From an optimization exercise on the open Yosys and OpenROAD flow, aimed at small area, a short achievable clock period and few clock cycles per item; shortcuts taken in it are not production practice.
At most, simulation tests tie the RTL to the original design; equivalence was not proved.

==> module cost_greater, before the edit <==
module cost_greater (
	input  logic [10-1:0] a,
	input  logic [10-1:0] b,
	output logic               gt
);
	logic [10:0] g;
	always_comb
	begin
		g[0] = 1'b0;
		for (int k = 0; k < 10; k++)
			g[k+1] = (a[k] & ~b[k]) | ((a[k] | ~b[k]) & g[k]);
	end
	assign gt = g[10];
endmodule
==> module astar_open_sort_top, before the edit <==
module astar_open_sort_top (
	input  logic                Clk,
	input  logic                Reset,
	input  logic                node_valid,
	output logic                node_ready,
	input  logic [8-1:0] node_x,
	input  logic [8-1:0] node_y,
	input  logic [8-1:0] start_x,
	input  logic [8-1:0] start_y,
	input  logic [8-1:0] goal_x,
	input  logic [8-1:0] goal_y,
	input  logic                sort_start,
	output logic                out_valid,
	input  logic                out_ready,
	output logic [8-1:0] out_x,
	output logic [8-1:0] out_y,
	output logic [10-1:0]  out_cost,
	output logic                out_last,
	output logic                busy
);
	localparam int N  = 16;
	localparam int EW = 2*8 + 10;    
	logic                a_v;
	logic [8-1:0] a_x, a_y;
	logic [8-1:0] a_ghi, a_glo, a_shi, a_slo;
	logic                b_v;
	logic [8-1:0] b_x, b_y;
	logic [10-1:0]  b_c;
	logic [8-1:0] e_x [N];
	logic [8-1:0] e_y [N];
	logic [10-1:0]  e_c [N];
	logic [N-1:0]        v;           
	logic                busy_r;      
	logic                ne_r;        
	logic                blk_r;       
	logic                accept;
	logic                pop;
	logic                done;
	logic                start_go;
	logic [N-1:0]        v_n;
	logic                busy_n;
	logic [N-1:0]        gt;          
	assign start_go   = sort_start & ne_r;
	assign busy       = busy_r | start_go;
	assign node_ready = ~(blk_r | start_go);
	assign accept     = node_valid & node_ready;
	assign out_valid  = busy_r;
	assign out_x      = e_x[0];
	assign out_y      = e_y[0];
	assign out_cost   = e_c[0];
	assign out_last   = busy_r & ~v[1];
	assign pop        = busy_r & out_ready;
	assign done       = pop & ~v[1];
	always_comb
	begin
		if (pop)
			v_n = {1'b0, v[N-1:1]};
		else if (b_v)
			v_n = {v[N-2:0], 1'b1};
		else
			v_n = v;
		busy_n = busy_r ? ~done : start_go;
	end
	always_ff @(posedge Clk or posedge Reset)
	begin
		if (Reset)
		begin
			a_v    <= 1'b0;
			b_v    <= 1'b0;
			v      <= '0;
			busy_r <= 1'b0;
			ne_r   <= 1'b0;
			blk_r  <= 1'b0;
		end
		else
		begin
			a_v    <= accept;
			b_v    <= a_v;
			v      <= v_n;
			busy_r <= busy_n;
			ne_r   <= v_n[0] | accept | a_v;
			blk_r  <= busy_n | v_n[N-1] | (v_n[N-2] & (accept | a_v)) | (v_n[N-3] & accept & a_v);
		end
	end
	logic [8-1:0] ghi, glo, shi, slo;
	logic [10-1:0]  cost;
	octile_hilo i_goal  (.ax(node_x), .ay(node_y), .bx(goal_x),  .by(goal_y),  .d_hi(ghi), .d_lo(glo));
	octile_hilo i_start (.ax(node_x), .ay(node_y), .bx(start_x), .by(start_y), .d_hi(shi), .d_lo(slo));
	octile_sum  i_sum   (.g_hi(a_ghi), .g_lo(a_glo), .s_hi(a_shi), .s_lo(a_slo), .cost(cost));
	always_ff @(posedge Clk)
	begin
		a_x   <= node_x;
		a_y   <= node_y;
		a_ghi <= ghi;
		a_glo <= glo;
		a_shi <= shi;
		a_slo <= slo;
		b_x   <= a_x;
		b_y   <= a_y;
		b_c   <= cost;
	end
	logic [EW-1:0] e_q [N];
	logic [EW-1:0] e_d [N];
	logic [EW-1:0] b_e;
	logic [N-1:0]  c_gt;
	logic [N-1:0]  s_pop, s_sh, s_new, s_hold;
	assign b_e = {b_x, b_y, b_c};
	always_comb
		for (int i = 0; i < N; i++)
		begin
			e_q[i]    = {e_x[i], e_y[i], e_c[i]};
			gt[i]     = ~v[i] | c_gt[i];
			s_pop[i]  = pop;
			s_sh[i]   = ~pop & b_v & gt[i] & ((i > 0) ? gt[(i > 0) ? i-1 : 0] : 1'b0);
			s_new[i]  = ~pop & b_v & gt[i] & ((i > 0) ? ~gt[(i > 0) ? i-1 : 0] : 1'b1);
			s_hold[i] = ~pop & ~(b_v & gt[i]);
		end
	for (genvar i = 0; i < N; i++)
	begin : g_entry
		cost_greater i_gt (.a(e_c[i]), .b(b_c), .gt(c_gt[i]));
		list_entry_next i_next (
			.q      (e_q[i]),
			.q_prev ((i > 0)   ? e_q[(i > 0) ? i-1 : 0]     : b_e),
			.q_next ((i < N-1) ? e_q[(i < N-1) ? i+1 : i] : e_q[i]),
			.q_new  (b_e),
			.s_pop  (s_pop[i]),
			.s_sh   (s_sh[i]),
			.s_new  (s_new[i]),
			.s_hold (s_hold[i]),
			.d      (e_d[i])
		);
	end
	always_ff @(posedge Clk)
		for (int i = 0; i < N; i++)
			{e_x[i], e_y[i], e_c[i]} <= e_d[i];
endmodule
clock: 13.0 ns
lec_check: 0
cap_margin: 20
core_margin: 2
core_utilization: 40
slew_margin: 20
standard.sh (not shown) runs the stock make flow with config.mk's settings and CLKGATE_MAP_FILE= SYNTH_SCRIPT=/design/flow/synth_recipe.tcl, a recipe that flattens the netlist after the stock synthesis.
==> flow/flow/run.sh <==
#!/bin/bash
# Standard layout with two changes:
#  - synthesis maps logic with flow/map.abc (ABC without its own buffering
#    and sizing; the placer's repair sizes and buffers instead). Registers
#    are mapped before ABC, exactly as in the standard synthesis.
#  - timing repair aims SETUP_SLACK_MARGIN below the clock period.
set -euo pipefail
W=$PWD
sed 's|^source \$::env(SCRIPTS_DIR)/synth_preamble.tcl$|&\nset abc_args [lreplace $abc_args 1 1 '"$W"'/flow/map.abc]|' \
	"$FLOW_HOME/scripts/synth.tcl" > "$W/map_synth.tcl"
grep -q "flow/map.abc" "$W/map_synth.tcl"
sed 's|^source \$::env(SCRIPTS_DIR)/synth.tcl$|source '"$W"'/map_synth.tcl|' "$W/synth_recipe.tcl" > "$W/map_synth_recipe.tcl"
grep -q "map_synth.tcl" "$W/map_synth_recipe.tcl"
bash standard.sh SYNTH_SCRIPT="$W/map_synth_recipe.tcl" SETUP_SLACK_MARGIN=7.4 SYNTH_HIERARCHICAL=1 \
	CTS_ARGS="-sink_clustering_enable -repair_clock_nets -dont_use_dummy_load -buf_list sky130_fd_sc_hd__clkbuf_8 -sink_clustering_size 14 -sink_clustering_max_diameter 60" \
	finish > standard_flow.log 2>&1
==> flow/flow/map.abc <==
&get -n
&st
&dch
&nf
&put
Testbench counts at the start, summed over its fixed seeds: cycles 29,278, batches 1,280.
Then changed:
--- a/flow/design.v
+++ b/flow/design.v
@@ -57,21 +57,21 @@
 	output logic [W-1:0] d
 );
 	assign d = ({W{s_pop}} & q_next) | ({W{s_sh}} & q_prev) | ({W{s_new}} & q_new) | ({W{s_hold}} & q);
 endmodule
 module cost_greater (
 	input  logic [10-1:0] a,
-	input  logic [10-1:0] b,
+	input  logic [10-1:0] b_n,
 	output logic               gt
 );
 	logic [10:0] g;
 	always_comb
 	begin
 		g[0] = 1'b0;
 		for (int k = 0; k < 10; k++)
-			g[k+1] = (a[k] & ~b[k]) | ((a[k] | ~b[k]) & g[k]);
+			g[k+1] = (a[k] & b_n[k]) | ((a[k] | b_n[k]) & g[k]);
 	end
 	assign gt = g[10];
 endmodule
 `timescale 1ns/1ps
 module astar_open_sort_top (
 	input  logic                Clk,
@@ -175,27 +175,29 @@
 		b_c   <= cost;
 	end
 	logic [EW-1:0] e_q [N];
 	logic [EW-1:0] e_d [N];
 	logic [EW-1:0] b_e;
 	logic [N-1:0]  c_gt;
+	logic [10-1:0] b_cn;
 	logic [N-1:0]  s_pop, s_sh, s_new, s_hold;
 	assign b_e = {b_x, b_y, b_c};
+	assign b_cn = ~b_c;
 	always_comb
 		for (int i = 0; i < N; i++)
 		begin
 			e_q[i]    = {e_x[i], e_y[i], e_c[i]};
 			gt[i]     = ~v[i] | c_gt[i];
 			s_pop[i]  = pop;
 			s_sh[i]   = ~pop & b_v & gt[i] & ((i > 0) ? gt[(i > 0) ? i-1 : 0] : 1'b0);
 			s_new[i]  = ~pop & b_v & gt[i] & ((i > 0) ? ~gt[(i > 0) ? i-1 : 0] : 1'b1);
 			s_hold[i] = ~pop & ~(b_v & gt[i]);
 		end
 	for (genvar i = 0; i < N; i++)
 	begin : g_entry
-		cost_greater i_gt (.a(e_c[i]), .b(b_c), .gt(c_gt[i]));
+		cost_greater i_gt (.a(e_c[i]), .b_n(b_cn), .gt(c_gt[i]));
 		list_entry_next i_next (
 			.q      (e_q[i]),
 			.q_prev ((i > 0)   ? e_q[(i > 0) ? i-1 : 0]     : b_e),
 			.q_next ((i < N-1) ? e_q[(i < N-1) ? i+1 : i] : e_q[i]),
 			.q_new  (b_e),
 			.s_pop  (s_pop[i]),
What happened: Die area came out lower by about 2.4%; via count came out lower by about 1.4%; routed wire length hardly moves; global-route usage came out higher by 0.14 points; clock skew came out lower by 0.037 ns; count of clock-buffer cells in the layout came out lower by 1; register-to-register slack is worse by 0.07 ns; worst hold slack is worse by 0.023 ns.
For the second run of this note, only the layout was checked, not whether the RTL still works.

re-timing with driven ports:
The results above use ideal ports. As a check the final layouts listed here were re-extracted and re-timed, cells and wires unchanged. Step 1 (the two cells are an assumption about what drives the block):
set clk [get_ports {Clk}]
set_driving_cell -lib_cell sky130_fd_sc_hd__clkbuf_16 $clk
set_driving_cell -lib_cell sky130_fd_sc_hd__buf_2 [delete_from_list [all_inputs] $clk]
Step 2, shift: input delay + t, output delay - t, t = (earliest + latest rising clock arrival at the registers) / 2. This alone moves slack from input paths to output paths. a / b / c = ideal ports / drivers / drivers and shift; a / b = the first two.
run | t, ns | setup WS [ns] | hold slack, ns | latest minus earliest clock arrival (ns) | worst data-port slew with drivers (ns)
the first run | 0.698 | 7.412 / 7.375 / 6.798 | 0.322 / 0.322 / 0.322 | 0.096 / 0.096 | 0.05
the second run | 0.685 | 7.239 / 7.267 / 6.581 | 0.299 / 0.299 / 0.299 | 0.065 / 0.065 | 0.05
After both steps setup and hold are still met in every run listed. The setup slack of the second run, which loses most, moves by +0.028 ns with the drivers and by -0.658 ns with both steps.
